This design comes from an exercise in tuning for small area on the open sky130 flow, not from production work. The RTL was checked by simulation tests, not by an equivalence proof against the original design. Power and IR drop assume default switching activity. The flow treats the clock pin as an ideal source, which a real chip does not have.

### design/flow/config.mk
export PLATFORM = sky130hd
export DESIGN_NAME = dmem_subword
export DESIGN_NICKNAME = dmem_subword
export VERILOG_FILES = /design/flow/design.v
export SDC_FILE = /design/flow/constraint.sdc
export NUM_CORES = 4
export LEC_CHECK = 0
export CAP_MARGIN = 20
export CORE_MARGIN = 2
export CORE_UTILIZATION = 60
export PLACE_DENSITY = 0.7
export SETUP_SLACK_MARGIN = 0.2
export SLEW_MARGIN = 20
export SYNTH_HIERARCHICAL = 1
### design/flow/constraint.sdc
create_clock -name core_clock -period 6.5 [get_ports {clk}]
set_input_delay 1.3000 -clock core_clock [delete_from_list [all_inputs] [get_ports {clk}]]
set_output_delay 1.3000 -clock core_clock [all_outputs]
set_load 0.01 [all_outputs]
### design/flow/design.v
package mips_mem_pkg;
    typedef enum logic [1:0] {
        MW_NONE = 2'b00,
        MW_SW   = 2'b01,
        MW_SH   = 2'b10,
        MW_SB   = 2'b11
    } memwrite_t;
    typedef enum logic [1:0] {
        LS_WORD = 2'b00,
        LS_HALF = 2'b01,
        LS_BYTE = 2'b10
    } loadsize_t;
    localparam int unsigned STORE_CNT_W = 16;
endpackage
module dmem_lane_steer (
    input  logic [1:0]  memwrite,
    input  logic [1:0]  a_lo,
    input  logic [31:0] wd,
    output logic [3:0]  byte_en,
    output logic [31:0] wdata_steered,
    output logic        aligned
);
    always_comb begin
        byte_en       = '0;
        wdata_steered = wd;
        aligned       = 1'b1;
        case (memwrite)
            mips_mem_pkg::MW_SW: begin
                aligned = (a_lo == 2'b00);
                byte_en = aligned ? 4'b1111 : 4'b0000;
            end
            mips_mem_pkg::MW_SH: begin
                wdata_steered = {2{wd[15:0]}};
                aligned       = ~a_lo[0];
                if (aligned) byte_en = a_lo[1] ? 4'b1100 : 4'b0011;
            end
            mips_mem_pkg::MW_SB: begin
                wdata_steered = {4{wd[7:0]}};
                byte_en       = 4'b0001 << a_lo;
            end
            default: begin
                byte_en = '0;
            end
        endcase
    end
endmodule
module dmem_word_dec (
    input  logic [5:0]  idx,
    output logic [63:0] sel,
    output logic [63:0] sel_n
);
    always_comb begin
        for (int unsigned i = 0; i < 64; i++) begin
            sel[i]   = (idx == 6'(i));
            sel_n[i] = ~(idx == 6'(i));
        end
    end
endmodule
module dmem_rd_aoi3 (
    input  logic [2:0]  s,
    input  logic [31:0] d0,
    input  logic [31:0] d1,
    input  logic [31:0] d2,
    output logic [31:0] y_n
);
    assign y_n = ~(({32{s[0]}} & d0) | ({32{s[1]}} & d1) | ({32{s[2]}} & d2));
endmodule
module dmem_rd_nand1 (
    input  logic        s,
    input  logic [31:0] d,
    output logic [31:0] y_n
);
    assign y_n = ~({32{s}} & d);
endmodule
module dmem_rd_or (
    input  logic [22*32-1:0] y_n,
    output logic [31:0]      word
);
    always_comb begin
        for (int unsigned j = 0; j < 32; j++) begin
            word[j] = 1'b0;
            for (int unsigned t = 0; t < 22; t++) word[j] = word[j] | ~y_n[32*t + j];
        end
    end
endmodule
module dmem_ld_align (
    input  logic [31:0] word,
    input  logic [1:0]  a_lo,
    input  logic [1:0]  loadsize,
    input  logic        loadsigned,
    output logic [31:0] rd
);
    logic is_half, is_byte, is_word;
    logic l0, l1, l2, l3;
    logic m1, m3;
    logic c7, c15, c23, c31;
    logic sgn;
    always_comb begin
        is_half = (loadsize == mips_mem_pkg::LS_HALF);
        is_byte = (loadsize == mips_mem_pkg::LS_BYTE);
        is_word = ~is_half & ~is_byte;
        l0 = is_word | (is_half & ~a_lo[1]) | (is_byte & (a_lo == 2'd0));
        l1 = is_byte & (a_lo == 2'd1);
        l2 = (is_half & a_lo[1]) | (is_byte & (a_lo == 2'd2));
        l3 = is_byte & (a_lo == 2'd3);
        m1 = is_word | (is_half & ~a_lo[1]);
        m3 = is_half & a_lo[1];
        c7  = loadsigned & is_byte & (a_lo == 2'd0);
        c15 = loadsigned & ((is_byte & (a_lo == 2'd1)) | (is_half & ~a_lo[1]));
        c23 = loadsigned & is_byte & (a_lo == 2'd2);
        c31 = loadsigned & ((is_byte & (a_lo == 2'd3)) | (is_half & a_lo[1]));
        sgn = (c7 & word[7]) | (c15 & word[15]) | (c23 & word[23]) | (c31 & word[31]);
        rd[7:0]   = ({8{l0}} & word[7:0]) | ({8{l1}} & word[15:8])
                  | ({8{l2}} & word[23:16]) | ({8{l3}} & word[31:24]);
        rd[15:8]  = ({8{m1}} & word[15:8]) | ({8{m3}} & word[31:24]) | {8{is_byte & sgn}};
        rd[31:16] = ({16{is_word}} & word[31:16]) | {16{~is_word & sgn}};
    end
endmodule
module dmem_subword #(
    parameter int unsigned DEPTH  = 64,
    parameter int unsigned ADDR_W = 6
) (
    input  logic                   clk,
    input  logic                   reset,
    input  logic [31:0]            a,
    input  logic [31:0]            wd,
    input  logic [1:0]             memwrite,
    input  logic [1:0]             loadsize,
    input  logic                   loadsigned,
    output logic [31:0]            rd,
    output logic                   misaligned,
    output logic [31:0]            err_addr,
    output logic [mips_mem_pkg::STORE_CNT_W-1:0] store_cnt
);
    logic [31:0]       mem_q [DEPTH];
    logic [DEPTH-1:0]  sel;
    logic [DEPTH-1:0]  sel_n;
    logic [3:0]        byte_en;
    logic [3:0]        lane_we_n;
    logic [31:0]       wdata;
    logic              aligned;
    logic              commit;
    logic              bad_store;
    logic              misaligned_q;
    logic [31:0]       err_addr_q;
    dmem_word_dec u_dec (
        .idx   (a[ADDR_W+1:2]),
        .sel   (sel),
        .sel_n (sel_n)
    );
    dmem_lane_steer u_steer (
        .memwrite      (memwrite),
        .a_lo          (a[1:0]),
        .wd            (wd),
        .byte_en       (byte_en),
        .wdata_steered (wdata),
        .aligned       (aligned)
    );
    assign commit    = ~reset & (|byte_en);
    assign bad_store = ~reset & (memwrite != mips_mem_pkg::MW_NONE) & ~aligned;
    assign lane_we_n = ~(byte_en & {4{~reset}});
    always_ff @(posedge clk) begin
        for (int unsigned i = 0; i < DEPTH; i++) begin
            for (int unsigned k = 0; k < 4; k++) begin
                if (!(sel_n[i] | lane_we_n[k])) mem_q[i][8*k +: 8] <= wdata[8*k +: 8];
            end
        end
    end
    always_ff @(posedge clk) begin
        if (reset) begin
            misaligned_q <= 1'b0;
            err_addr_q   <= '0;
        end else if (bad_store && !misaligned_q) begin
            misaligned_q <= 1'b1;
            err_addr_q   <= a;
        end
    end
    assign misaligned = misaligned_q;
    assign err_addr   = err_addr_q;
    logic [mips_mem_pkg::STORE_CNT_W-1:0] store_cnt_q;
    always_ff @(posedge clk) begin
        if (reset) begin
            store_cnt_q <= '0;
        end else if (commit && store_cnt_q != '1) begin
            store_cnt_q <= store_cnt_q + mips_mem_pkg::STORE_CNT_W'(1);
        end
    end
    assign store_cnt = store_cnt_q;
    logic [22*32-1:0] rd_terms_n;
    logic [31:0]      word;
    for (genvar g = 0; g < 21; g++) begin : g_rd
        dmem_rd_aoi3 u_aoi (
            .s   (sel[3*g +: 3]),
            .d0  (mem_q[3*g]),
            .d1  (mem_q[3*g+1]),
            .d2  (mem_q[3*g+2]),
            .y_n (rd_terms_n[32*g +: 32])
        );
    end
    dmem_rd_nand1 u_rd_last (
        .s   (sel[63]),
        .d   (mem_q[63]),
        .y_n (rd_terms_n[32*21 +: 32])
    );
    dmem_rd_or u_rd_or (
        .y_n  (rd_terms_n),
        .word (word)
    );
    dmem_ld_align u_align (
        .word       (word),
        .a_lo       (a[1:0]),
        .loadsize   (loadsize),
        .loadsigned (loadsigned),
        .rd         (rd)
    );
endmodule
### design/flow/flow/run.sh
#!/bin/bash
# Standard ORFS layout with two changes: the port buffers are plain buf_2
# cells, and the clock tree uses clkbuf_16 clusters of up to 30 sinks without
# dummy loads. Each tool's output goes to orfs/logs; make's to standard.log.
set -euo pipefail
export BUFFER_PORTS_ARGS="-buffer_cell sky130_fd_sc_hd__buf_2"
export CTS_ARGS="-sink_clustering_enable -repair_clock_nets -buf_list sky130_fd_sc_hd__clkbuf_16 -sink_clustering_size 30 -sink_clustering_max_diameter 100 -dont_use_dummy_load"
bash standard.sh finish > standard.log 2>&1
### design/flow/standard.sh
#!/bin/bash
# synth_recipe.tcl (not shown) runs the flow's synth.tcl, then flattens the netlist and writes it again
# the make line also repeats each setting of config.mk as NAME=value (left out here)
make -C /OpenROAD-flow-scripts/flow DESIGN_CONFIG=/design/flow/config.mk WORK_HOME=/design/flow/orfs CLKGATE_MAP_FILE= SYNTH_SCRIPT=/design/flow/synth_recipe.tcl "${@:-finish}"
==> results of run 1 <==
sequential cells by signal, summed over array words and instances, names as in the netlist:
register      flops
err_addr_q       32
misaligned_q      1
mem_q          2048
store_cnt_q      16
worst max-delay path by stage:
stage / startpoint / end / slack [ns] / cells after the start
6_report: a[3] / rd[12] / 0.17 / 15
5_1_grt: a[7] / rd[1] / 0.17 / 13
4_1_cts: a[2] / rd[12] / 0.20 / 15
3_5_place_dp: a[5] / rd[11] / -0.33 / 13
3_3_place_gp: a[5] / rd[2] / -0.25 / 13
2_1_floorplan: a[2] / rd[10] / 1.41 / 12
per-module statistics from Yosys, one instance, submodules excluded:
| module | cells inside | times used | flip-flops and latches | cell area, µm² |
|---|---|---|---|---|
| dmem_lane_steer | 89 | 1 | 0 | 673 |
| dmem_rd_aoi3 | 41 | 21 | 0 | 403 |
| dmem_subword | 2575 | 1 | 2097 | 64600 |
| dmem_word_dec | 194 | 1 | 0 | 1030 |
| dmem_rd_nand1 | 35 | 1 | 0 | 154 |
| dmem_ld_align | 89 | 1 | 0 | 616 |
| dmem_rd_or | 224 | 1 | 0 | 1480 |
report_power, final:
group | internal [mW] | total (mW) | switching [mW]
logic | 0.373 | 1.30 | 0.928
clock network | 2.23 | 5.89 | 3.66
registers | 15.0 | 15.0 | 0.0168
total | 17.6 | 22.2 | 4.60
tightest hold or removal path, cell delays in order, from the launching register on:
cell and delay [ns]:
dfxtp_1 0.32, nand2_1 0.05, a21oi_1 0.05
stage by stage:
step	instance area, µm²	utilization (%)	power, mW
after global routing	82300	64.5	22.7
after CTS	81800	64.2	22.2
after global placement	79700	62.5	16.5
final	82300	64.5	22.2
after detailed placement	79700	62.5	16.5
after floorplan	77000	-	15.9
routing by layer:
layer  global-route usage, %  vias to the layer above  share of wire, %
li1                        -                    18000                 -
met1                    37.8                    21300                37
met2                    47.7                     2498                50
met3                    4.16                      341               9.0
met4                    9.06                        2               3.8
met5                       0                        -            0.0070
kinds of logic (layout without fill, tap and decap cells):
| logic type | count (synthesis) | after routing | synth area share [%] |
|---|---|---|---|
| flops | 2097 | 2097 | 81.2 |
| simple gates | 861 | 861 | 5.69 |
| compound gates | 798 | 798 | 9.92 |
| buf+inv | 289 | 493 | 2.89 |
| mux | 13 | 13 | 0.192 |
| fa+ha+maj | 9 | 9 | 0.146 |
| other cells | 0 | 1 | 0 |
cell type report:
class	instances	share of cell area, %
clock buffers	80	2.43
inverters	10	0.0456
multi-input cells	1681	15.6
flip-flops and latches	2097	75.9
diodes	1	0.00304
repair buffers	403	3.43
well taps	1662	2.53
synth_stat cells, drive strengths merged:
master / instances
nand4: 166
o22a: 1
a2111oi: 1
mux2: 11
or4b: 4
o21ai: 4
nor3: 5
nand3: 21
edfxtp: 2048
o211ai: 2
and4bb: 6
nor2: 334
o31ai: 6
a311oi: 9
o311ai: 4
a221o: 16
nand2b: 2
a22o: 16
nor4: 42
or3: 1
o21a: 1
and2: 2
a21o: 3
buf: 225
a32o: 1
or2: 8
nand2: 187
nand4b: 7
clkbuf: 54
o211a: 1
dfxtp: 49
a222oi: 672
inv: 10
mux2i: 2
or4: 7
a31o: 1
a21oi: 56
and4: 34
and4b: 4
nand4bb: 6
ha: 9
o41ai: 3
o311a: 1
nor4b: 4
nor2b: 21
what timing repair did:
action                     in CTS  in global routing
setup endpoints to repair      32                 31
pin swaps                       7                 25
gates resized for setup        26                 30
setup buffers                   1                 31
==> summary.txt, run 1 <==
- The flow ran to the end and the layout has no timing, DRC or antenna violations.
- Averaged over all synthesized cells, the footprint is 18.9 µm².
- Across all register-to-register paths, the minimum setup slack is 4.24 ns.
- The endpoint required time on the critical path is 5.20 ns.
- Once detailed placement completed, the half-perimeter wirelength came to 130000 µm.
- The area of the multi-input gates is 12800 µm².
- Leaving out fill and tap cells, the most frequent cell in the layout is edfxtp_1.
- The power per standard cell area is 270 nW/µm².
- The max-slew violation count is 0.
- The area inside the core boundary is 128000 µm².
- The critical register-to-register path startpoint is store_cnt_q[1].
- By area the synthesized netlist is led by edfxtp_1, a222oi_1, buf_6, nor2_1, nand4_1.
- The source-to-sink clock delay at the later pin of the worst-skew pair is 0.71 ns.
- The clock buffer count from CTS is 80.
- The number of buffers and inverters on the critical path is 6.
- The sink count of the clock tree is 2097.
- Global routing used 28.1% of the available tracks across all layers.
- Data on the critical path arrives at its endpoint at 5.03 ns.
- At the end of the flow, the number of nets in the layout was 4353.
- In this design, the stage delay of the slowest critical-path cell is 0.52 ns.
- The overall die width is 362 µm.
- The highest clock frequency the design can meet is 158 MHz.
- Max-cap violations in this run came to 0.
- The leftover overflow at the end of global routing is 0.
- The top cell type by area accounts for 79.9% of the synthesized area.
- The number of global-route vias before repair came to 40600.
- The number of optimization iterations in the first detailed-route pass is 10.
- In the routed design, unresolved DRC markers number 0.
- From synthesis to final layout, the design area changed by 6.86%.
- The tree is rooted in a clkbuf_16.
- CTS built an H-tree with a depth of 3.
- Setup violations remaining at the end of the flow were counted as 0.
- The endpoint with the worst hold slack is err_addr_q[29].
- Summing over every cut layer, the via total after detailed routing is 42100.
- IR analysis of the VDD net gives a maximum drop of 0.252 mV.
- The final critical path takes up 97.3% of the cycle.
- The number of placement rows is 131.
- In this run the most critical hold path is launched from err_addr_q[29].
- The number of different library cells used by synthesis comes to 60.
- The number of synthesis warnings is 13.
- The worst flop-to-flop path endpoint is store_cnt_q[7].
- The actual slew at the worst max-slew pin is 1.14 ns.
- The final-layout setup total negative slack is 0 ns.
- The ratio of cells with drive above 1 in the final layout is 14.9%.
- The first global-routing pass estimated 270000 µm of wire.
- The class of the tightest hold or removal check is reg -> reg.
- In this run the tool buffered the top-level ports with 151 buffer cells.
- The count of boundary I/O pins is 152.
- Of all nets on the critical path, the largest fanout is 15.
- The clock tree skew after final layout is 0.0114 ns.
- The post-route non-filler standard cell count is 5934.
- The library cell contributing the largest single delay on the critical path is nor4_1.
- The worst hold path stage count is 2.
- After detailed placement, the design holds a cell count of 5819.
- The post-detailed-routing wire length is 186000 µm.
- The final-report hold violation count is 0.
- The height of the die is 362 µm.
- The number of cells on the worst reg-to-reg path is 5.
- The clock passes through at most 3 buffers.
- The final setup slack of the worst path is 0.173 ns.
- At the placement stage, the worst setup path has a slack of -0.334 ns.
- In the layout the commonest cells are edfxtp_1, a222oi_1, nor2_1, buf_4, nand2_1.
- Dividing the detail-routed wire length by the instance count gives 31.4 µm.
- The endpoint class of the critical path is an output port.
- The fill cell total of the finished layout is 8621.
- The cell accounting for the most synthesized area is edfxtp_1.
- After clock tree synthesis, the clock-pin slew on the worst setup and hold paths is 0.11 ns.
- The starting density of the core is 60.4%.
- The via-per-instance ratio is 7.09.
- The final antenna-violating net count is 0.
- The number of antenna violations at the first check in global routing is 1.
- Summing all flip-flop and latch instances after layout gives 62500 µm².
- STA classifies the critical path startpoint as a primary input.
- The CTS tree is yes.
- In this design, the largest share of critical-path delay is due to simple AND/OR/NAND/NOR gates.
- The relative max-transition margin is 23.6%.
- The post-synthesis sequential element count is 2097.
- The minimum clock period after layout is 6.33 ns.
- The cell that appears most often on the critical path is buf_4.
- Setup repair after global routing could not meet its margin everywhere.
- The number of hold buffers added after CTS was 0.
- Walking the worst path, the cells encountered are clkbuf_4 -> nand2b_1 -> buf_12 -> buf_4 -> nor2_2 -> buf_4 -> a222oi_1 -> nand4_1 -> nor4_1 -> buf_4 -> nand4_1 -> mux2_4 -> a32o_2 -> a221o_1 -> buf_2.
- At the end of routability-driven placement, the weighted congestion stood at 0.932.
- The cell count after synthesis is 4067.
- After the first detailed-routing iteration, the DRC count stood at 8074.
- When the netlist entered floorplanning its net count stood at 4147.
- In this run the static leakage power is 24.5 nW.
- The floorplan step defined a die boundary enclosing 131000 µm².
- The worst-case hold slack is 0.457 ns.
- The largest net degree at the start of global routing is 68.
- The cell area after synthesis is 77000 µm².
- The critical path is of the in -> out type.
- The proportion of synthesized chip area in sequential cells is 81.2%.
==> inputs of run 2 (changes only) <==
--- a/design/flow/design.v
+++ b/design/flow/design.v
@@ -45,14 +45,32 @@
     end
 endmodule
+module dmem_wmux8 (
+    input  logic [7:0] q,
+    input  logic [7:0] d,
+    input  logic       sel,
+    input  logic       hold,
+    output logic [7:0] y
+);
+    assign y = (q & {8{hold}}) | (d & {8{sel}});
+endmodule
+module dmem_hold_gen (
+    input  logic [63:0]  sel,
+    input  logic [3:0]   lane,
+    output logic [255:0] hold
+);
+    always_comb begin
+        for (int unsigned i = 0; i < 64; i++) begin
+            for (int unsigned k = 0; k < 4; k++) begin
+                hold[4*i+k] = ~(sel[i] & lane[k]);
+            end
+        end
+    end
+endmodule
 module dmem_word_dec (
     input  logic [5:0]  idx,
-    output logic [63:0] sel,
-    output logic [63:0] sel_n
-);
-    always_comb begin
-        for (int unsigned i = 0; i < 64; i++) begin
-            sel[i]   = (idx == 6'(i));
-            sel_n[i] = ~(idx == 6'(i));
-        end
+    output logic [63:0] sel
+);
+    always_comb begin
+        for (int unsigned i = 0; i < 64; i++) sel[i] = (idx == 6'(i));
     end
 endmodule
@@ -133,9 +151,12 @@
     output logic [mips_mem_pkg::STORE_CNT_W-1:0] store_cnt
 );
-    logic [31:0]       mem_q [DEPTH];
+    logic [DEPTH-1:0][31:0] mem_q;
+    logic [DEPTH-1:0][31:0] mem_d;
+    logic [4*DEPTH-1:0]     hold;
+    logic [3:0]             lane_we;
+    logic [31:0]            wdata_g;
     logic [DEPTH-1:0]  sel;
-    logic [DEPTH-1:0]  sel_n;
+    logic [DEPTH-1:0]  sel_w;
     logic [3:0]        byte_en;
-    logic [3:0]        lane_we_n;
     logic [31:0]       wdata;
     logic              aligned;
@@ -146,6 +167,9 @@
     dmem_word_dec u_dec (
         .idx   (a[ADDR_W+1:2]),
-        .sel   (sel),
-        .sel_n (sel_n)
+        .sel   (sel)
+    );
+    dmem_word_dec u_dec_w (
+        .idx   (a[ADDR_W+1:2]),
+        .sel   (sel_w)
     );
     dmem_lane_steer u_steer (
@@ -159,11 +183,24 @@
     assign commit    = ~reset & (|byte_en);
     assign bad_store = ~reset & (memwrite != mips_mem_pkg::MW_NONE) & ~aligned;
-    assign lane_we_n = ~(byte_en & {4{~reset}});
+    assign lane_we = byte_en & {4{~reset}};
+    assign wdata_g = wdata & {{8{lane_we[3]}}, {8{lane_we[2]}}, {8{lane_we[1]}}, {8{lane_we[0]}}};
+    dmem_hold_gen u_hold (
+        .sel  (sel_w),
+        .lane (lane_we),
+        .hold (hold)
+    );
+    for (genvar i = 0; i < DEPTH; i++) begin : g_word
+        for (genvar k = 0; k < 4; k++) begin : g_lane
+            dmem_wmux8 u_wmux (
+                .q    (mem_q[i][8*k +: 8]),
+                .d    (wdata_g[8*k +: 8]),
+                .sel  (sel_w[i]),
+                .hold (hold[4*i+k]),
+                .y    (mem_d[i][8*k +: 8])
+            );
+        end
+    end
     always_ff @(posedge clk) begin
-        for (int unsigned i = 0; i < DEPTH; i++) begin
-            for (int unsigned k = 0; k < 4; k++) begin
-                if (!(sel_n[i] | lane_we_n[k])) mem_q[i][8*k +: 8] <= wdata[8*k +: 8];
-            end
-        end
+        mem_q <= mem_d;
     end
     always_ff @(posedge clk) begin
==> summary.txt, run 2 <==
- Status: complete, no violations (unchanged).
- The number of nets in the final layout is 6544 (was 4353).
- The startpoint of the most critical hold path is err_addr_q[19] (was err_addr_q[29]).
- The count of H-tree levels built during CTS is 3 (unchanged).
- The full die area was 137000 µm² (was 131000 µm²).
- The total vias in the final route is 62200 (was 42100).
- The critical register-to-register path startpoint is store_cnt_q[9] (was store_cnt_q[1]).
- The max capacitance violation total came to 0 (unchanged).
- The number of placement rows is 134 (was 131).
- The CTS tree was yes (unchanged).
- The critical path's top delay family was simple AND/OR/NAND/NOR gates (unchanged).
- The most used cell along the critical path is buf_4 (unchanged).
- The half-perimeter wire length after placement came to 173000 µm (was 130000 µm).
- The top-area cell type share of the netlist area is 52.1% (was 79.9%).
- The proportion of synthesized chip area in sequential cells is 52.1% (was 81.2%).
- The overall die width is 371 µm (was 362 µm).
- The final-layout setup total negative slack was 0 ns (unchanged).
- The post-detailed-routing wire length came to 265000 µm (was 186000 µm).
- The leftover overflow at the end of global routing is 0 (unchanged).
- The reg2reg setup slack is 4.54 ns (was 4.24 ns).
- The post-placement cell count is 8119 (was 5819).
- The combined flip-flop and latch cell area is 42000 µm² (was 62500 µm²).
- The sum of internal, switching and leakage power is 21.1 mW (was 22.2 mW).
- The number of port buffers is 151 (unchanged).
- The net count of the mapped netlist is 6747 (was 4147).
- The actual slew at the worst max-slew pin came to 1.24 ns (was 1.14 ns).
- The number of antenna violations at the first check in global routing is 8 (was 1).
- The wire length on met3 is 31800 µm (was 16700 µm).
- The highest clock frequency the design can meet was 158 MHz (about the same).
- The max-slew violation count is 0 (unchanged).
- The register with the most flip-flops was mem_q (unchanged).
- The met1 wire length is 107000 µm (was 69500 µm).
- The final weighted congestion in routability-driven placement is 0.932 (about the same).
- The largest net degree at the start of global routing was 65 (was 68).
- The via-per-instance ratio is 7.56 (was 7.09).
- The number of global-route vias before repair is 57800 (was 40600).
- The cell count after synthesis is 6667 (was 4067).
- The height of the die came to 371 µm (was 362 µm).
- The area of all placed cells without fillers is 81100 µm² (was 82300 µm²).
- The total routing resource utilization after global routing is 36.9% (was 28.1%).
- The period utilization is 97.4% (was 97.3%).
- Biggest regs: mem_q (2048), err_addr_q (32), store_cnt_q (16) (unchanged).
- The most common cell after layout, fill and taps aside is dfxtp_1 (was edfxtp_1).
- The endpoint required time on the critical path is 5.20 ns (about the same).
- The highest metal layer with signal wires was met5 (unchanged).
- The power per standard cell area came to 260 nW/µm² (was 270 nW/µm²).
- The mean instance size in the synthesized netlist is 12.1 µm² (was 18.9 µm²).
- The number of setup violations in the final report is 0 (unchanged).
- The cell area after synthesis came to 80600 µm² (was 77000 µm²).
- The area inside the core boundary is 133000 µm² (was 128000 µm²).
- The detailed route wirelength on metal2 is 111000 µm (was 93000 µm).
- The number of synthesized flops with an enable pin is 0 (was 2048).
- The standard cell area after detailed placement was 78400 µm² (was 79700 µm²).
- The clock buffer count from CTS is 80 (unchanged).
- The library cell contributing the largest single delay on the critical path is nand4_1 (was nor4_1).
- The leading cell type by number of instances after synthesis was dfxtp_1 (was edfxtp_1).
- The fill cell total of the finished layout is 10900 (was 8621).
- The endpoint class of the critical path is an output port (unchanged).
- The relative max-transition margin is 17.6% (was 23.6%).
- The number of remaining DRC errors is 0 (unchanged).
- The sort of element at the start of the critical path is a primary input (unchanged).
- The source-to-sink clock delay at the later pin of the worst-skew pair is 0.72 ns (was 0.71 ns).
- The area of the multi-input gates came to 31100 µm² (was 12800 µm²).
- The critical path arrival is 5.03 ns (about the same).
- The minimum clock period after layout is 6.33 ns (about the same).
- The clock root buffer is clkbuf_16 (unchanged).
- The final-report hold violation count is 0 (unchanged).
- Unrepaired setup endpoints after global routing: no (was yes).
- The startpoint of the worst setup timing path is a[6] (was a[3]).
- The wire length of the first global-routing pass is 387000 µm (was 270000 µm).
- The post-route non-filler standard cell count is 8232 (was 5934).
- The starting density of the core was 60.4% (about the same).
- The sink count of the clock tree is 2097 (unchanged).
- The maximum fanout encountered on the critical timing path is 19 (was 15).
- Crit-path cells: buf_6 -> buf_4 -> nand4bb_4 -> nor2_2 -> buf_4 -> a222oi_1 -> nand4_1 -> nor4_1 -> buf_4 -> nand4_1 -> buf_4 -> a221o_1 -> buf_2 (was clkbuf_4 -> nand2b_1 -> buf_12 -> buf_4 -> nor2_2 -> buf_4 -> a222oi_1 -> nand4_1 -> nor4_1 -> buf_4 -> nand4_1 -> mux2_4 -> a32o_2 -> a221o_1 -> buf_2).
- The startpoint-to-endpoint class of the critical path is in -> out (unchanged).
- Cell types with the largest area share after synthesis: dfxtp_1, a22o_1, buf_6, a222oi_1, nand2_1 (was edfxtp_1, a222oi_1, buf_6, nor2_1, nand4_1).
- The worst stage delay on the critical path is 0.57 ns (was 0.52 ns).
- The count of boundary I/O pins is 152 (unchanged).
- The ratio of cells with drive above 1 in the final layout is 12.4% (was 14.9%).
- The leakage dissipation is 29.9 nW (was 24.5 nW).
- The final antenna-violating net count was 0 (unchanged).
- The maximum vdd ir drop came to 0.200 mV (was 0.252 mV).
- The number of flip-flops under the largest register name is 2048 (unchanged).
- Most frequent cells after synthesis: dfxtp_1, a22o_1, a222oi_1, buf_6, nand2_1 (was edfxtp_1, a222oi_1, nor2_1, nand2_1, nand4_1).
- The detailed router's first-iteration violation count is 11200 (was 8074).
- The cell accounting for the most synthesized area is dfxtp_1 (was edfxtp_1).
- The clock tree skew after final layout is 0.00998 ns (was 0.0114 ns).
- The class of the tightest hold or removal check is reg -> reg (unchanged).
- Commonest cells after routing, fill and taps aside: dfxtp_1, a22o_1, a222oi_1, nand2_1, buf_4 (was edfxtp_1, a222oi_1, nor2_1, buf_4, nand2_1).
- The synthesis-to-finish area growth was 0.619% (was 6.86%).
- The fraction of registers with async set/reset is 0% (unchanged).
- The wire length per cell after detailed routing was 32.2 µm (was 31.4 µm).
- The most used flip-flop cell after synthesis was dfxtp_1 (was edfxtp_1).
- The number of buffers on the longest clock path is 3 (unchanged).
- The critical path buffer and inverter count is 6 (unchanged).
- The post-synthesis sequential element count was 2097 (unchanged).
- The number of buffers added to fix hold violations after cts is 0 (unchanged).
- The number of distinct library cells after synthesis is 57 (was 60).
- The clock transition at the register clock pins on the worst setup and hold paths after CTS is 0.11 ns (about the same).
- The number of optimization iterations in the first detailed-route pass came to 10 (unchanged).
- The number of synthesis warnings was 12 (was 13).
==> run 2: cell types whose count changed after synthesis, moves of 8 or more <==
cell,change
a22o_1,+2040
dfxtp_1,+2048
edfxtp_1,-2048
clkbuf_1,-14
nand2_1,+186
nor2_1,-192
or4b_1,+8
a22o_2,+8
buf_2,-10
buf_8,+24
buf_6,+516
and2_1,+32
==> run 2: cell type report <==
class                      count  area share, %
sequential                  2097           51.8
antenna                        2        0.00617
inverter                      12         0.0555
timing repair buffer         508           4.59
multi-input combinational   3765           38.4
clock buffer                  80           2.47
tap                         1768           2.73
==> run 2: layer usage <==
| metal | vias up | global-route usage, % |
|---|---|---|
| met5 | - | 0 |
| li1 | 26600 | - |
| met3 | 600 | 7.94 |
| met2 | 3980 | 53.7 |
| met1 | 31000 | 52.2 |
| met4 | 10 | 16.9 |
==> run 2: power breakdown <==
group | internal [mW] | switching, mW | total (mW)
registers | 13.4 | 0.296 | 13.7
logic | 0.604 | 0.679 | 1.28
clock network | 2.24 | 3.92 | 6.15
total | 16.2 | 4.89 | 21.1
==> run 2: logic make-up (layout without fill, tap and decap cells) <==
kind of cell	after synthesis	count (layout)	synth area share (%)
buffers and inverters	808	600	10.3
AOI/OAI and AO/OA	2852	2852	31.8
adders and majority gates	9	9	0.140
muxes	9	9	0.129
other	0	2	0
DFF	2097	2097	52.1
and+or+nand+nor	892	895	5.59
==> run 2: per-module statistics from Yosys (local to each module, per instance) <==
module | flops+latches | cells inside | times used | area, µm²
dmem_subword | 2097 | 2335 | 1 | 43200
dmem_rd_or | 0 | 224 | 1 | 1480
dmem_hold_gen | 0 | 284 | 1 | 1370
dmem_lane_steer | 0 | 89 | 1 | 674
dmem_ld_align | 0 | 89 | 1 | 616
dmem_word_dec | 0 | 95 | 2 | 465
dmem_rd_aoi3 | 0 | 41 | 21 | 403
dmem_rd_nand1 | 0 | 35 | 1 | 154
dmem_wmux8 | 0 | 10 | 256 | 92.6
==> run 2: per-stage QoR <==
stage | hold slack (ns) | setup WS, ns | util, %
final | 0.458 | 0.168 | 60.8
after detailed placement | 0.443 | -0.552 | 58.8
after floorplan | 0.455 | 1.33 | -
after global placement | 0.440 | -0.633 | 58.7
after CTS | 0.459 | 0.201 | 60.5
after global routing | 0.486 | 0.228 | 60.8
==> run 2: worst register-to-register path: stages, from the launching register on <==
cell	delay, ns
dfxtp_1	0.48
nand4_1	0.19
or4b_4	0.57
or4_1	0.52
a21oi_1	0.15
==> run 2: final timing paths <==
check | endpoint | depth (start not counted)
worst min-delay path | err_addr_q[19] | 2
worst max register to register | store_cnt_q[15] | 4
worst min register to register | err_addr_q[19] | 2
worst max-delay path | rd[14] | 13
==> run 2: what timing repair did <==
action                                  4_1_cts  5_1_grt
cloned                                        0        4
gates resized for setup                      47       27
endpoints found under the setup margin       32       29
buffers inserted                              9       15
pin swaps                                    17       39
==> inputs of run 3 (changes only) <==
==> design/flow/flow/run.sh (replaced) <==
#!/bin/bash
# Standard ORFS layout with two changes: the port buffers are plain buf_1
# cells, and the clock tree uses clkbuf_16 clusters of up to 30 sinks without
# dummy loads. Each tool's output goes to orfs/logs; make's to standard.log.
set -euo pipefail
export BUFFER_PORTS_ARGS="-buffer_cell sky130_fd_sc_hd__buf_1"
export CTS_ARGS="-sink_clustering_enable -repair_clock_nets -buf_list sky130_fd_sc_hd__clkbuf_16 -sink_clustering_size 30 -sink_clustering_max_diameter 100 -dont_use_dummy_load"
bash standard.sh finish > standard.log 2>&1
--- a/design/flow/config.mk
+++ b/design/flow/config.mk
@@ -6,9 +6,9 @@
 export NUM_CORES = 4
 export LEC_CHECK = 0
-export CAP_MARGIN = 20
+export CAP_MARGIN = 10
 export CORE_MARGIN = 2
 export CORE_UTILIZATION = 60
 export PLACE_DENSITY = 0.7
 export SETUP_SLACK_MARGIN = 0.2
-export SLEW_MARGIN = 20
+export SLEW_MARGIN = 10
 export SYNTH_HIERARCHICAL = 1
==> summary.txt, run 3 <==
- Status: finished with violations (was complete, no violations).
- The violated checks flagged are setup timing.
- The net count of the mapped netlist is 6747 (unchanged).
- The fraction of the core area covered by cells at the end of the flow is 61.2% (was 60.8%).
- The number of remaining DRC errors was 0 (unchanged).
- The register with the most flip-flops was mem_q (unchanged).
- The count of H-tree levels built during CTS is 3 (unchanged).
- Biggest regs: mem_q (2048), err_addr_q (32), store_cnt_q (16) (unchanged).
- The half-perimeter wire length after placement is 173000 µm (about the same).
- The largest net degree at the start of global routing is 73 (was 65).
- The full die area is 137000 µm² (unchanged).
- The total routing resource utilization after global routing came to 36.9% (about the same).
- The cell count after synthesis came to 6667 (unchanged).
- The post-detailed-routing wire length is 267000 µm (was 265000 µm).
- The number of distinct library cells after synthesis was 57 (unchanged).
- Most frequent cells after synthesis: dfxtp_1, a22o_1, a222oi_1, buf_6, nand2_1 (unchanged).
- The power per standard cell area was 258 nW/µm² (was 260 nW/µm²).
- The sink count of the clock tree came to 2097 (unchanged).
- The sum of internal, switching and leakage power is 21.1 mW (unchanged).
- The clock transition at the register clock pins on the worst setup and hold paths after CTS is 0.11 ns (about the same).
- The minimum clock period after layout is 6.56 ns (was 6.33 ns).
- The maximum vdd ir drop is 0.221 mV (was 0.200 mV).
- The final-layout setup total negative slack is -0.0628 ns (was 0 ns).
- The via-per-instance ratio is 7.52 (was 7.56).
- The clock buffer count from CTS is 80 (unchanged).
- The area of all placed cells without fillers was 81700 µm² (was 81100 µm²).
- The final antenna-violating net count is 0 (unchanged).
- The area inside the core boundary is 133000 µm² (unchanged).
- The cell area after synthesis is 80600 µm² (unchanged).
- The class of the tightest hold or removal check was reg -> reg (unchanged).
- The starting density of the core came to 60.4% (unchanged).
- The clock tree skew after final layout is 0.00818 ns (was 0.00998 ns).
- The maximum fanout encountered on the critical timing path is 8 (was 19).
- The number of optimization iterations in the first detailed-route pass was 10 (unchanged).
- Cell types with the largest area share after synthesis: dfxtp_1, a22o_1, buf_6, a222oi_1, nand2_1 (unchanged).
- The endpoint required time on the critical path came to 5.20 ns (about the same).
- The sort of element at the start of the critical path is a primary input (unchanged).
- The endpoint class of the critical path is an output port (unchanged).
- The proportion of synthesized chip area in sequential cells is 52.1% (unchanged).
- The height of the die is 371 µm (unchanged).
- The cell accounting for the most synthesized area was dfxtp_1 (unchanged).
- The period utilization is 101% (was 97.4%).
- The highest clock frequency the design can meet was 152 MHz (was 158 MHz).
- The actual slew at the worst max-slew pin is 1.23 ns (was 1.24 ns).
- The synthesis-to-finish area growth came to 1.31% (was 0.619%).
- The fraction of registers with async set/reset is 0% (unchanged).
- Commonest cells after routing, fill and taps aside: dfxtp_1, a22o_1, a222oi_1, nand2_1, buf_4 (unchanged).
- The count of boundary I/O pins came to 152 (unchanged).
- The leftover overflow at the end of global routing was 0 (unchanged).
- The fill cell total of the finished layout is 10900 (about the same).
- The number of nets in the final layout was 6600 (was 6544).
- The source-to-sink clock delay at the later pin of the worst-skew pair is 0.71 ns (was 0.72 ns).
- The detailed router's first-iteration violation count was 10800 (was 11200).
- The overall die width was 371 µm (unchanged).
- The most used flip-flop cell after synthesis is dfxtp_1 (unchanged).
- The standard cell area after detailed placement was 78300 µm² (was 78400 µm²).
- The max-slew violation count was 0 (unchanged).
- Unrepaired setup endpoints after global routing: yes (was no).
- The relative max-transition margin is 18.0% (was 17.6%).
- The total vias in the final route is 62400 (was 62200).
- The combined flip-flop and latch cell area is 42000 µm² (unchanged).
- The number of setup violations in the final report is 1 (was 0).
- The mean instance size in the synthesized netlist is 12.1 µm² (unchanged).
- The final setup slack of the worst path is -0.0628 ns (was 0.168 ns).
- The leading cell type by number of instances after synthesis is dfxtp_1 (unchanged).
- The top-area cell type share of the netlist area is 52.1% (unchanged).
- The wire length of the first global-routing pass is 388000 µm (was 387000 µm).
- The number of port buffers is 151 (unchanged).
- The number of buffers added to fix hold violations after cts is 0 (unchanged).
- The number of buffers on the longest clock path is 3 (unchanged).
- The CTS tree is yes (unchanged).
- The post-synthesis sequential element count is 2097 (unchanged).
- The final weighted congestion in routability-driven placement was 0.961 (was 0.932).
- The ratio of cells with drive above 1 in the final layout is 11.0% (was 12.4%).
- The number of antenna violations at the first check in global routing is 10 (was 8).
- The number of synthesis warnings is 12 (unchanged).
- The number of flip-flops under the largest register name came to 2048 (unchanged).
- The most common cell after layout, fill and taps aside is dfxtp_1 (unchanged).
- The number of global-route vias before repair came to 57900 (was 57800).
- The final-report hold violation count was 0 (unchanged).
- The leakage dissipation was 29.8 nW (was 29.9 nW).
- The area of the multi-input gates is 31200 µm² (was 31100 µm²).
- The clock root buffer is clkbuf_16 (unchanged).
- The number of synthesized flops with an enable pin was 0 (unchanged).
- The startpoint-to-endpoint class of the critical path is in -> out (unchanged).
- The max capacitance violation total came to 0 (unchanged).
- The number of placement rows is 134 (unchanged).
- The wire length per cell after detailed routing is 32.3 µm (was 32.2 µm).
- The critical path arrival came to 5.26 ns (was 5.03 ns).
-- run 3: layer usage --
metal	vias to the layer above	part of all wire, %	GRT usage (%)
met4	12	5.7	18.5
met2	4145	42	54.3
met5	-	0.030	0
met3	606	12	8.20
li1	26700	-	-
met1	30900	40	50.9
-- run 3: power breakdown --
group / total (mW) / internal (mW) / switching [mW]
registers: 13.7 / 13.4 / 0.298
logic: 1.32 / 0.625 / 0.692
clock network: 6.12 / 2.24 / 3.88
total: 21.1 / 16.2 / 4.87
-- run 3: modules after synthesis (local to each module, per instance) --
module / times used / cells / cell area, µm²
dmem_hold_gen: 1 / 284 / 1370
dmem_subword: 1 / 2335 / 43200
dmem_ld_align: 1 / 89 / 616
dmem_lane_steer: 1 / 89 / 674
dmem_wmux8: 256 / 10 / 92.6
dmem_rd_aoi3: 21 / 41 / 403
dmem_word_dec: 2 / 95 / 465
dmem_rd_nand1: 1 / 35 / 154
dmem_rd_or: 1 / 224 / 1480
-- run 3: timing repair --
item                                    in CTS  in global routing
cloned                                       4                  4
pin swaps                                   21                 19
setup buffers                               19                 47
gates resized for setup                     84                 44
endpoints found under the setup margin      32                 30
-- run 3: critical path, stage by stage --
cell	delay, ns
buf_12	0.13
buf_12	0.15
nand4b_1	0.22
buf_4	0.17
nor2_4	0.06
a222oi_1	0.55
nand4_1	0.67
nor4_4	0.74
buf_4	0.24
nand4_1	0.12
mux2_4	0.32
nor2b_4	0.13
a221o_1	0.28
buf_2	0.15
-- run 3: final timing paths --
kind                                     start              end  slack (ns)  cells after the start
worst min-delay path            err_addr_q[12]   err_addr_q[12]        0.46                      2
worst max register to register  store_cnt_q[9]  store_cnt_q[15]        4.54                      4
worst min register to register  err_addr_q[12]   err_addr_q[12]        0.46                      2
worst max-delay path                      a[4]            rd[3]       -0.06                     14
-- run 3: cell type report --
| class | count | area share (%) |
|---|---|---|
| multi-input combinational | 3763 | 38.1 |
| antenna | 5 | 0.0153 |
| inverter | 12 | 0.0551 |
| clock buffer | 80 | 2.45 |
| timing repair buffer | 566 | 5.23 |
| tap | 1768 | 2.71 |
| sequential | 2097 | 51.4 |
-- run 3: cells by family (layout without fill, tap and decap cells) --
kind of cell             count (synthesis)  count (layout)  share of synthesized area [%]
AO/OA/AOI/OAI                         2852            2852                           31.8
adder cells (fa/ha/maj)                  9               9                          0.140
buffers and inverters                  808             658                           10.3
flip-flops                            2097            2097                           52.1
multiplexers                             9               9                          0.129
other                                    0               5                              0
AND/OR/NAND/NOR                        892             893                           5.59
-- run 3: per-stage QoR --
step / worst slack (ns) / hold slack, ns / instances
4_1_cts: 0.146 / 0.461 / 8235
5_1_grt: -0.000604 / 0.479 / 8286
2_1_floorplan: 1.33 / 0.455 / 6667
6_report: -0.0628 / 0.460 / 8291
3_3_place_gp: -1.02 / 0.441 / 8131
3_5_place_dp: -0.619 / 0.445 / 8132
==> inputs of run 4 (changes only) <==
==> design/flow/flow/run.sh (replaced) <==
#!/bin/bash
# Standard ORFS layout with these changes: the port buffers are plain buf_1
# cells, the clock tree uses clkbuf_16 clusters of up to 30 sinks without
# dummy loads, and after global routing non-critical gates are downsized
# (repair_timing -recover_power). Each tool's output goes to orfs/logs;
# make's to standard.log.
set -euo pipefail
export BUFFER_PORTS_ARGS="-buffer_cell sky130_fd_sc_hd__buf_1"
export CTS_ARGS="-sink_clustering_enable -repair_clock_nets -buf_list sky130_fd_sc_hd__clkbuf_16 -sink_clustering_size 30 -sink_clustering_max_diameter 100 -dont_use_dummy_load"
export RECOVER_POWER=100
bash standard.sh finish > standard.log 2>&1
==> summary.txt, run 4 <==
- The most used flip-flop cell after synthesis is dfxtp_1 (unchanged).
- The number of distinct library cells after synthesis is 57 (unchanged).
- The final antenna-violating net count was 0 (unchanged).
- The leftover overflow at the end of global routing came to 0 (unchanged).
- The highest clock frequency the design can meet was 153 MHz (was 152 MHz).
- The synthesis-to-finish area growth is 1.02% (was 1.31%).
- The critical path arrival was 5.25 ns (was 5.26 ns).
- The endpoint required time on the critical path is 5.20 ns (about the same).
- The number of buffers on the longest clock path was 3 (unchanged).
- The sequential group share of total power was 64.8% (about the same).
- The total vias in the final route is 62600 (was 62400).
- The actual slew at the worst max-slew pin is 3.01 ns (was 1.23 ns).
- The cell internal power dissipation is 16.2 mW (about the same).
- The cell accounting for the most synthesized area was dfxtp_1 (unchanged).
- The detailed router's first-iteration violation count is 10700 (was 10800).
- Failed Checks: capacitance limit, slew limit, setup timing (was setup timing).
- The number of synthesized flops with an enable pin was 0 (unchanged).
- The area of all placed cells without fillers was 81400 µm² (was 81700 µm²).
- Biggest regs: mem_q (2048), err_addr_q (32), store_cnt_q (16) (unchanged).
- The critical path's top delay family is simple AND/OR/NAND/NOR gates (unchanged).
- The final-report hold violation count is 0 (unchanged).
- The largest net degree at the start of global routing is 73 (unchanged).
- The max capacitance violation total was 16 (was 0).
- Unrepaired setup endpoints after global routing: yes (unchanged).
- The clock transition at the register clock pins on the worst setup and hold paths after CTS was 0.11 ns (about the same).
- The sort of element at the start of the critical path is a primary input (unchanged).
- The top-area cell type share of the netlist area is 52.1% (unchanged).
- The number of cell instances on the worst register-to-register path is 4 (unchanged).
- The leading cell type by number of instances after synthesis is dfxtp_1 (unchanged).
- The startpoint-to-endpoint class of the critical path is in -> out (unchanged).
- The worst-case hold slack is 0.459 ns (was 0.460 ns).
- The clock group share of total power is 29.0% (about the same).
- The source-to-sink clock delay at the later pin of the worst-skew pair is 0.71 ns (about the same).
- The power per standard cell area came to 259 nW/µm² (was 258 nW/µm²).
- The net count of the mapped netlist is 6747 (unchanged).
- The net switching power of the design was 4.88 mW (was 4.87 mW).
- The period utilization is 101% (about the same).
- The starting density of the core is 60.4% (unchanged).
- The wire length per cell after detailed routing is 32.3 µm (about the same).
- The critical path buffer and inverter count is 5 (unchanged).
- The maximum fanout encountered on the critical timing path is 8 (unchanged).
- The number of synthesis warnings was 12 (unchanged).
- The post-synthesis sequential element count is 2097 (unchanged).
- The sink count of the clock tree is 2097 (unchanged).
- The clock buffer count from CTS is 80 (unchanged).
- The fraction of registers with async set/reset is 0% (unchanged).
- The wire length of the first global-routing pass is 388000 µm (unchanged).
- The worst hold path stage count is 2 (unchanged).
- Status: finished with violations (unchanged).
- The height of the die is 371 µm (unchanged).
- The minimum clock period after layout is 6.55 ns (was 6.56 ns).
- Cell types with the largest area share after synthesis: dfxtp_1, a22o_1, buf_6, a222oi_1, nand2_1 (unchanged).
- The worst stage delay on the critical path came to 0.72 ns (was 0.74 ns).
- The final setup slack of the worst path is -0.0488 ns (was -0.0628 ns).
- The mean instance size in the synthesized netlist came to 12.1 µm² (unchanged).
- The number of optimization iterations in the first detailed-route pass came to 12 (was 10).
- The number of flip-flops under the largest register name is 2048 (unchanged).
- The leakage dissipation was 29.7 nW (was 29.8 nW).
- The number of antenna violations at the first check in global routing is 11 (was 10).
- The post-detailed-routing wire length is 268000 µm (was 267000 µm).
- The maximum vdd ir drop came to 0.219 mV (was 0.221 mV).
- The standard cell area after detailed placement is 78300 µm² (unchanged).
- The ratio of cells with drive above 1 in the final layout came to 10.6% (was 11.0%).
- The overall die width is 371 µm (unchanged).
- The net switching fraction of the power is 23.1% (about the same).
- The total routing resource utilization after global routing is 36.9% (unchanged).
- The number of remaining DRC errors is 0 (unchanged).
- The register with the most flip-flops is mem_q (unchanged).
- Among the stages of the critical path, the cell type that occurs most often is nand4_1.
- The max-slew violation count came to 751 (was 0).
- The cell count after synthesis is 6667 (unchanged).
- The most common cell after layout, fill and taps aside is dfxtp_1 (unchanged).
- The area inside the core boundary is 133000 µm² (unchanged).
- The via-per-instance ratio is 7.56 (was 7.52).
- The relative max-transition margin is -100% (was 18.0%).
- The clock root buffer is clkbuf_16 (unchanged).
- The part of the power in combinational logic is 6.2% (about the same).
- The number of placement rows is 134 (unchanged).
- The class of the tightest hold or removal check is reg -> reg (unchanged).
- The number of global-route vias before repair is 57900 (unchanged).
- The cell area after synthesis is 80600 µm² (unchanged).
- The final weighted congestion in routability-driven placement is 0.961 (unchanged).
- The number of nets in the final layout came to 6600 (unchanged).
- The clock tree skew after final layout is 0.00772 ns (was 0.00818 ns).
- Commonest cells after routing, fill and taps aside: dfxtp_1, a22o_1, a222oi_1, nand2_1, buf_4 (unchanged).
- The half-perimeter wire length after placement is 173000 µm (unchanged).
- The count of H-tree levels built during CTS is 3 (unchanged).
- The library cell contributing the largest single delay on the critical path is nor4_4 (unchanged).
- The endpoint class of the critical path is an output port (unchanged).
- The number of port buffers is 151 (unchanged).
- The count of boundary I/O pins was 152 (unchanged).
- The number of gates on the worst path with buffers counted is 14 (unchanged).
- The proportion of synthesized chip area in sequential cells came to 52.1% (unchanged).
- The number of setup violations in the final report is 3 (was 1).
- Most frequent cells after synthesis: dfxtp_1, a22o_1, a222oi_1, buf_6, nand2_1 (unchanged).
- The CTS tree is yes (unchanged).
- Crit-path cells: clkbuf_16 -> buf_8 -> nand4b_1 -> buf_4 -> nor2_4 -> a222oi_1 -> nand4_1 -> nor4_4 -> clkbuf_1 -> nand4_1 -> mux2_4 -> nor2b_4 -> a221o_1 -> buf_2 (was buf_12 -> buf_12 -> nand4b_1 -> buf_4 -> nor2_4 -> a222oi_1 -> nand4_1 -> nor4_4 -> buf_4 -> nand4_1 -> mux2_4 -> nor2b_4 -> a221o_1 -> buf_2).
- The full die area was 137000 µm² (unchanged).
-- run 4: tightest hold or removal path, delay by kind of cell (launching register included) --
family             cells  cell delay [ns]
AOI/OAI and AO/OA      1             0.05
DFF                    1             0.32
and+or+nand+nor        1             0.05
-- run 4: path summary, 6_finish.rpt --
check	start	to	slack [ns]
worst min register to register	err_addr_q[8]	err_addr_q[8]	0.46
worst max-delay path	a[6]	rd[3]	-0.05
worst min-delay path	err_addr_q[8]	err_addr_q[8]	0.46
worst max register to register	store_cnt_q[9]	store_cnt_q[15]	4.49
-- run 4: area by class of cell --
class	instances	area (µm²)
antenna	2	5.00
clock buffer	80	2000
fill	10900	52000
inverter	12	45.0
multi-input combinational	3763	31100
sequential	2097	42000
tap	1768	2210
timing repair buffer	566	4130
-- run 4: logic make-up after synthesis --
logic type | share of synthesized area, %
simple gates | 5.59
compound gates | 31.8
flops | 52.1
mux | 0.129
fa+ha+maj | 0.140
buf+inv | 10.3
-- run 4: through the flow --
step | cells | util, % | setup TNS, ns | setup WS [ns] | power (mW)
floorplan | 6667 | - | 0 | 1.33 | 14.7
global placement | 8131 | 58.7 | -13.46 | -1.02 | 15.1
detailed placement | 8132 | 58.7 | -12.70 | -0.619 | 15.1
CTS | 8235 | 60.7 | 0 | 0.146 | 21.0
global route | 8286 | 61.0 | 0 | 0.00548 | 21.7
finish | 8288 | 61.0 | -0.127 | -0.0488 | 21.1
-- run 4: modules after synthesis (local to each module, per instance) --
module	flops+latches	area, µm²	copies in the design	cells inside
dmem_wmux8	0	92.6	256	10
dmem_word_dec	0	465	2	95
dmem_rd_aoi3	0	403	21	41
dmem_rd_nand1	0	154	1	35
dmem_ld_align	0	616	1	89
dmem_hold_gen	0	1370	1	284
dmem_subword	2097	43200	1	2335
dmem_lane_steer	0	674	1	89
dmem_rd_or	0	1480	1	224
-- run 4: repair_timing --
action | 4_1_cts | 5_1_grt
pin swaps | 21 | 19
endpoints found under the setup margin | 32 | 30
cloned | 4 | 4
resized for setup | 84 | 44
endpoints found under the hold margin | 0 | 0
hold buffers | 0 | 0
buffers inserted | 19 | 47
-- run 4: routing by layer --
metal / GRT usage [%] / routed length [µm] / up-vias / part of all wire (%)
met3: 8.20 / 31600 / 663 / 12
li1: - / - / 26700 / -
met5: 0 / 78 / - / 0.029
met1: 50.9 / 107000 / 31000 / 40
met2: 54.3 / 113000 / 4203 / 42
met4: 18.5 / 15800 / 14 / 5.9
-- run 4: power groups by stage --
stage                     sequential (mW)  clock, mW  combinational, mW
final                                13.7       6.13               1.31
after global routing                 13.7       6.59               1.36
after floorplan                      13.9          0              0.857
after detailed placement             13.9          0               1.21
after CTS                            13.6       6.15               1.24
after global placement               13.9          0               1.18
==> inputs of run 5 (changes only) <==
--- a/design/flow/design.v
+++ b/design/flow/design.v
@@ -95,10 +95,60 @@
     output logic [31:0]      word
 );
-    always_comb begin
-        for (int unsigned j = 0; j < 32; j++) begin
-            word[j] = 1'b0;
-            for (int unsigned t = 0; t < 22; t++) word[j] = word[j] | ~y_n[32*t + j];
-        end
-    end
+    logic [6*32-1:0] or6;
+    logic [2*32-1:0] nor2g;
+    for (genvar g = 0; g < 4; g++) begin : g_n4
+        dmem_nand4x32 u_n (
+            .a (y_n[32*(4*g)   +: 32]),
+            .b (y_n[32*(4*g+1) +: 32]),
+            .c (y_n[32*(4*g+2) +: 32]),
+            .d (y_n[32*(4*g+3) +: 32]),
+            .y (or6[32*g +: 32])
+        );
+    end
+    for (genvar g = 0; g < 2; g++) begin : g_n3
+        dmem_nand3x32 u_n (
+            .a (y_n[32*(16+3*g)   +: 32]),
+            .b (y_n[32*(16+3*g+1) +: 32]),
+            .c (y_n[32*(16+3*g+2) +: 32]),
+            .y (or6[32*(4+g) +: 32])
+        );
+    end
+    for (genvar g = 0; g < 2; g++) begin : g_r3
+        dmem_nor3x32 u_r (
+            .a (or6[32*(3*g)   +: 32]),
+            .b (or6[32*(3*g+1) +: 32]),
+            .c (or6[32*(3*g+2) +: 32]),
+            .y (nor2g[32*g +: 32])
+        );
+    end
+    dmem_nand2x32 u_root (
+        .a (nor2g[31:0]),
+        .b (nor2g[63:32]),
+        .y (word)
+    );
+endmodule
+module dmem_nand4x32 (
+    input  logic [31:0] a, b, c, d,
+    output logic [31:0] y
+);
+    assign y = ~(a & b & c & d);
+endmodule
+module dmem_nand3x32 (
+    input  logic [31:0] a, b, c,
+    output logic [31:0] y
+);
+    assign y = ~(a & b & c);
+endmodule
+module dmem_nor3x32 (
+    input  logic [31:0] a, b, c,
+    output logic [31:0] y
+);
+    assign y = ~(a | b | c);
+endmodule
+module dmem_nand2x32 (
+    input  logic [31:0] a, b,
+    output logic [31:0] y
+);
+    assign y = ~(a & b);
 endmodule
 module dmem_ld_align (
==> design/flow/flow/run.sh (replaced) <==
#!/bin/bash
# Standard ORFS layout with two changes: the port buffers are plain buf_2
# cells, and the clock tree uses clkbuf_16 clusters of up to 30 sinks without
# dummy loads. Each tool's output goes to orfs/logs; make's to standard.log.
set -euo pipefail
export BUFFER_PORTS_ARGS="-buffer_cell sky130_fd_sc_hd__buf_2"
export CTS_ARGS="-sink_clustering_enable -repair_clock_nets -buf_list sky130_fd_sc_hd__clkbuf_16 -sink_clustering_size 30 -sink_clustering_max_diameter 100 -dont_use_dummy_load"
bash standard.sh finish > standard.log 2>&1
--- a/design/flow/config.mk
+++ b/design/flow/config.mk
@@ -6,9 +6,9 @@
 export NUM_CORES = 4
 export LEC_CHECK = 0
-export CAP_MARGIN = 10
+export CAP_MARGIN = 20
 export CORE_MARGIN = 2
 export CORE_UTILIZATION = 60
-export PLACE_DENSITY = 0.7
+export PLACE_DENSITY = 0.85
 export SETUP_SLACK_MARGIN = 0.2
-export SLEW_MARGIN = 10
+export SLEW_MARGIN = 20
 export SYNTH_HIERARCHICAL = 1
==> summary.txt, run 5 <==
- The count of boundary I/O pins is 152 (unchanged).
- The leakage dissipation is 30.0 nW (was 29.7 nW).
- The number of setup violations in the final report is 0 (was 3).
- The area inside the core boundary is 134000 µm² (was 133000 µm²).
- The wire length per cell after detailed routing is 30.9 µm (was 32.3 µm).
- The most utilized layer in the global route result is met2 (unchanged).
- The setup slack after placement is -0.000186 ns (was -0.619 ns).
- The number of optimization iterations in the first detailed-route pass is 14 (was 12).
- The met3 capacity usage during global routing was 12.3% (was 8.20%).
- The endpoint class of the critical path is an output port (unchanged).
- The top-area cell type share of the netlist area was 51.8% (was 52.1%).
- Unrepaired setup endpoints after global routing: yes (unchanged).
- The register with the most flip-flops is mem_q (unchanged).
- The starting density of the core is 60.6% (was 60.4%).
- The largest net degree at the start of global routing came to 65 (was 73).
- The startpoint of the most critical hold path is err_addr_q[25] (was err_addr_q[8]).
- The number of global-route vias before repair is 59000 (was 57900).
- The number of nets in the final layout is 6543 (was 6600).
- The post-synthesis sequential element count is 2097 (unchanged).
- The critical path arrival came to 5.18 ns (was 5.25 ns).
- The most common cell after layout, fill and taps aside is dfxtp_1 (unchanged).
- The number of distinct library cells after synthesis is 58 (was 57).
- The final weighted congestion in routability-driven placement is 0.973 (was 0.961).
- The source-to-sink clock delay at the later pin of the worst-skew pair came to 0.71 ns (about the same).
- The power per standard cell area is 261 nW/µm² (was 259 nW/µm²).
- The number of buffers on the longest clock path came to 3 (unchanged).
- Cell types with the largest area share after synthesis: dfxtp_1, a22o_1, buf_6, a222oi_1, nand2_1 (unchanged).
- The mean instance size in the synthesized netlist was 12.0 µm² (was 12.1 µm²).
- The sort of element at the start of the critical path is a primary input (unchanged).
- The most used flip-flop cell after synthesis is dfxtp_1 (unchanged).
- The fraction of registers with async set/reset is 0% (unchanged).
- The fill cell total of the finished layout is 10400 (was 10900).
- The half-perimeter wire length after placement is 165000 µm (was 173000 µm).
- The class of the tightest hold or removal check is reg -> reg (unchanged).
- The worst hold path stage count was 2 (unchanged).
- The period utilization is 99.6% (was 101%).
- The cell area after synthesis was 81000 µm² (was 80600 µm²).
- Biggest regs: mem_q (2048), err_addr_q (32), store_cnt_q (16) (unchanged).
- The detailed router's first-iteration violation count came to 12600 (was 10700).
- The sink count of the clock tree is 2097 (unchanged).
- The clock buffer count from CTS is 80 (unchanged).
- The actual slew at the worst max-slew pin is 1.25 ns (was 3.01 ns).
- The number of buffers added to fix hold violations after cts is 0 (unchanged).
- The wire length of the first global-routing pass is 373000 µm (was 388000 µm).
- The number of cell instances on the worst register-to-register path is 4 (unchanged).
- The synthesis-to-finish area growth is -0.553% (was 1.02%).
- The CTS tree is yes (unchanged).
- The full die area is 138000 µm² (was 137000 µm²).
- The maximum fanout encountered on the critical timing path is 19 (was 8).
- The number of synthesized flops with an enable pin is 0 (unchanged).
- The total routing resource utilization after global routing was 34.9% (was 36.9%).
- The proportion of synthesized chip area in sequential cells came to 51.8% (was 52.1%).
- The final-report hold violation count is 0 (unchanged).
- The cell count after synthesis was 6731 (was 6667).
- The maximum vdd ir drop is 0.259 mV (was 0.219 mV).
- The number of port buffers was 151 (unchanged).
- The final antenna-violating net count was 0 (unchanged).
- The highest clock frequency the design can meet came to 154 MHz (was 153 MHz).
- The via-per-instance ratio is 7.76 (was 7.56).
- The height of the die was 371 µm (about the same).
- The global-route track usage on met1 is 45.1% (was 50.9%).
- The number of placement rows is 134 (unchanged).
- The overall die width is 371 µm (about the same).
- The clock root buffer is clkbuf_16 (unchanged).
- The critical register-to-register path startpoint is store_cnt_q[7] (was store_cnt_q[9]).
- The number of synthesis warnings is 11 (was 12).
- The met2 usage is 49.7% (was 54.3%).
- The endpoint required time on the critical path is 5.20 ns (about the same).
- The number of antenna violations at the first check in global routing is 7 (was 11).
- The leftover overflow at the end of global routing is 0 (unchanged).
- The reg2reg setup slack came to 4.55 ns (was 4.49 ns).
- The endpoint with the worst hold slack is err_addr_q[25] (was err_addr_q[8]).
- The ratio of cells with drive above 1 in the final layout was 12.1% (was 10.6%).
- Commonest cells after routing, fill and taps aside: dfxtp_1, a22o_1, a222oi_1, nand2_1, buf_4 (unchanged).
- The minimum clock period after layout was 6.48 ns (was 6.55 ns).
- The net count of the mapped netlist is 6811 (was 6747).
- The post-detailed-routing wire length came to 255000 µm (was 268000 µm).
- The total vias in the final route is 63800 (was 62600).
- The cell accounting for the most synthesized area is dfxtp_1 (unchanged).
- Most frequent cells after synthesis: dfxtp_1, a22o_1, a222oi_1, buf_6, nand2_1 (unchanged).
- The startpoint-to-endpoint class of the critical path is in -> out (unchanged).
- The clock tree skew after final layout is 0.0267 ns (was 0.00772 ns).
- The number of flip-flops under the largest register name is 2048 (unchanged).
- The final setup slack of the worst path is 0.0237 ns (was -0.0488 ns).
- The clock transition at the register clock pins on the worst setup and hold paths after CTS was 0.11 ns (about the same).
- The number of remaining DRC errors is 0 (unchanged).
- Status: complete, no violations (was finished with violations).
- The max capacitance violation total is 0 (was 16).
- The leading cell type by number of instances after synthesis was dfxtp_1 (unchanged).
- The worst flop-to-flop path endpoint is store_cnt_q[14] (was store_cnt_q[15]).
- The sum of internal, switching and leakage power came to 21.0 mW (was 21.1 mW).
- The count of H-tree levels built during CTS came to 3 (unchanged).
- The relative max-transition margin is 16.8% (was -100%).
- The max-slew violation count was 0 (was 751).
==> run 5: metrics by stage <==
step	TNS (ns)	hold WS (ns)	cell area, µm²	cells	util (%)
floorplan	0	0.455	81000	6731	-
global placement	0	0.438	78300	8134	58.5
detailed placement	-0.000186	0.445	78300	8134	58.5
global route	0	0.477	80600	8229	60.2
finish	0	0.460	80600	8231	60.2
CTS	0	0.461	80300	8214	60.1
==> run 5: worst max-delay path, cell delays in order <==
cell	delay [ns]
buf_2	0.19
or2_4	0.31
buf_4	0.18
nor2_2	0.16
a222oi_1	0.61
nand4_1	0.65
nor3_4	0.51
nand2_1	0.14
mux2_4	0.31
a32o_2	0.33
a221o_1	0.30
buf_2	0.15
==> run 5: area by class of cell <==
type / count / area, µm² / area share, %
clock buffer: 80 / 2000 / 2.48
antenna: 2 / 5.00 / 0.00621
sequential: 2097 / 42000 / 52.1
multi-input combinational: 3826 / 31200 / 38.8
inverter: 12 / 45.0 / 0.0559
timing repair buffer: 446 / 3100 / 3.84
tap: 1768 / 2210 / 2.75
==> run 5: what timing repair did <==
item                                    4_1_cts  5_1_grt
endpoints found under the setup margin       26       28
resized for setup                             6       11
pin swaps                                     1        5
setup buffers                                 0       14
==> run 5: logic make-up (layout without fill, tap and decap cells) <==
| kind of cell | count (synthesis) | after routing | share of synthesized area (%) |
|---|---|---|---|
| multiplexers | 9 | 9 | 0.128 |
| AND/OR/NAND/NOR | 956 | 956 | 6.06 |
| buffers and inverters | 808 | 538 | 10.3 |
| other | 0 | 2 | 0 |
| AO/OA/AOI/OAI | 2852 | 2852 | 31.6 |
| flip-flops | 2097 | 2097 | 51.8 |
| adder cells (fa/ha/maj) | 9 | 9 | 0.139 |
==> run 5: worst max path at each step <==
| stage | startpoint | end | slack (ns) | depth (start not counted) |
|---|---|---|---|---|
| 6_report | a[2] | rd[13] | 0.02 | 12 |
| 5_1_grt | a[2] | rd[12] | 0.18 | 12 |
| 4_1_cts | a[7] | rd[13] | 0.24 | 11 |
| 3_5_place_dp | a[6] | rd[13] | -0.0002 | 12 |
| 3_3_place_gp | a[2] | rd[14] | 0.07 | 12 |
| 2_1_floorplan | a[3] | rd[10] | 1.44 | 12 |
==> run 5: report_power, final <==
group	switching, mW	total (mW)	internal, mW	leakage (nW)
sequential	0.304	13.7	13.4	17.0
clock	3.84	6.08	2.23	0.986
combinational	0.675	1.25	0.579	12.0
total	4.82	21.0	16.2	30.0
==> run 5: metal layers <==
layer / wire [µm] / up-vias
met1: 91500 / 31000
met2: 105000 / 5147
met5: 107 / -
met3: 40300 / 996
met4: 18200 / 12
li1: - / 26700
==> run 5: modules after synthesis (local to each module, per instance), excerpt <==
module           cell area, µm²  flops+latches
dmem_hold_gen              1370              0
dmem_rd_aoi3                403              0
dmem_nand4x32               200              0
dmem_nor3x32                320              0
dmem_rd_nand1               154              0
dmem_nand3x32               160              0
dmem_subword              43200           2097
dmem_lane_steer             674              0
dmem_wmux8                 92.6              0
dmem_ld_align               616              0
dmem_word_dec               465              0

-- what the ideal ports hide --
The flow's constraints put no driver on any port. The routed layouts listed below were extracted and timed again, unchanged, in two steps.
Step 1 assumes that a clkbuf_16 drives the clock port and a buf_2 every other input.
Step 2 times the ports against the registers' clock, not the clock port: input delays grow and output delays shrink by t, the midpoint of the rising clock arrivals with the driver on.
Three values: no drivers, after step 1, after step 2; two values: the first two.
| run | t (ns) | setup slack, ns | worst setup path at the end |
|---|---|---|---|
| run 1 | 0.759 | 0.173 / 0.121 / 0.121 | input to output |
| run 2 | 0.795 | 0.168 / 0.129 / 0.129 | input to output |
| run 3 | 0.805 | -0.063 / -0.116 / -0.116 | input to output |
| run 4 | 0.805 | -0.049 / -0.106 / -0.540 | input to register |
| run 5 | 0.774 | 0.024 / -0.128 / -0.128 | input to output |
With both steps, setup timing fails in run 5, where it was met with ideal ports. The setup slack of run 4, which loses most, moves by -0.057 ns with the drivers and by -0.491 ns with both steps.
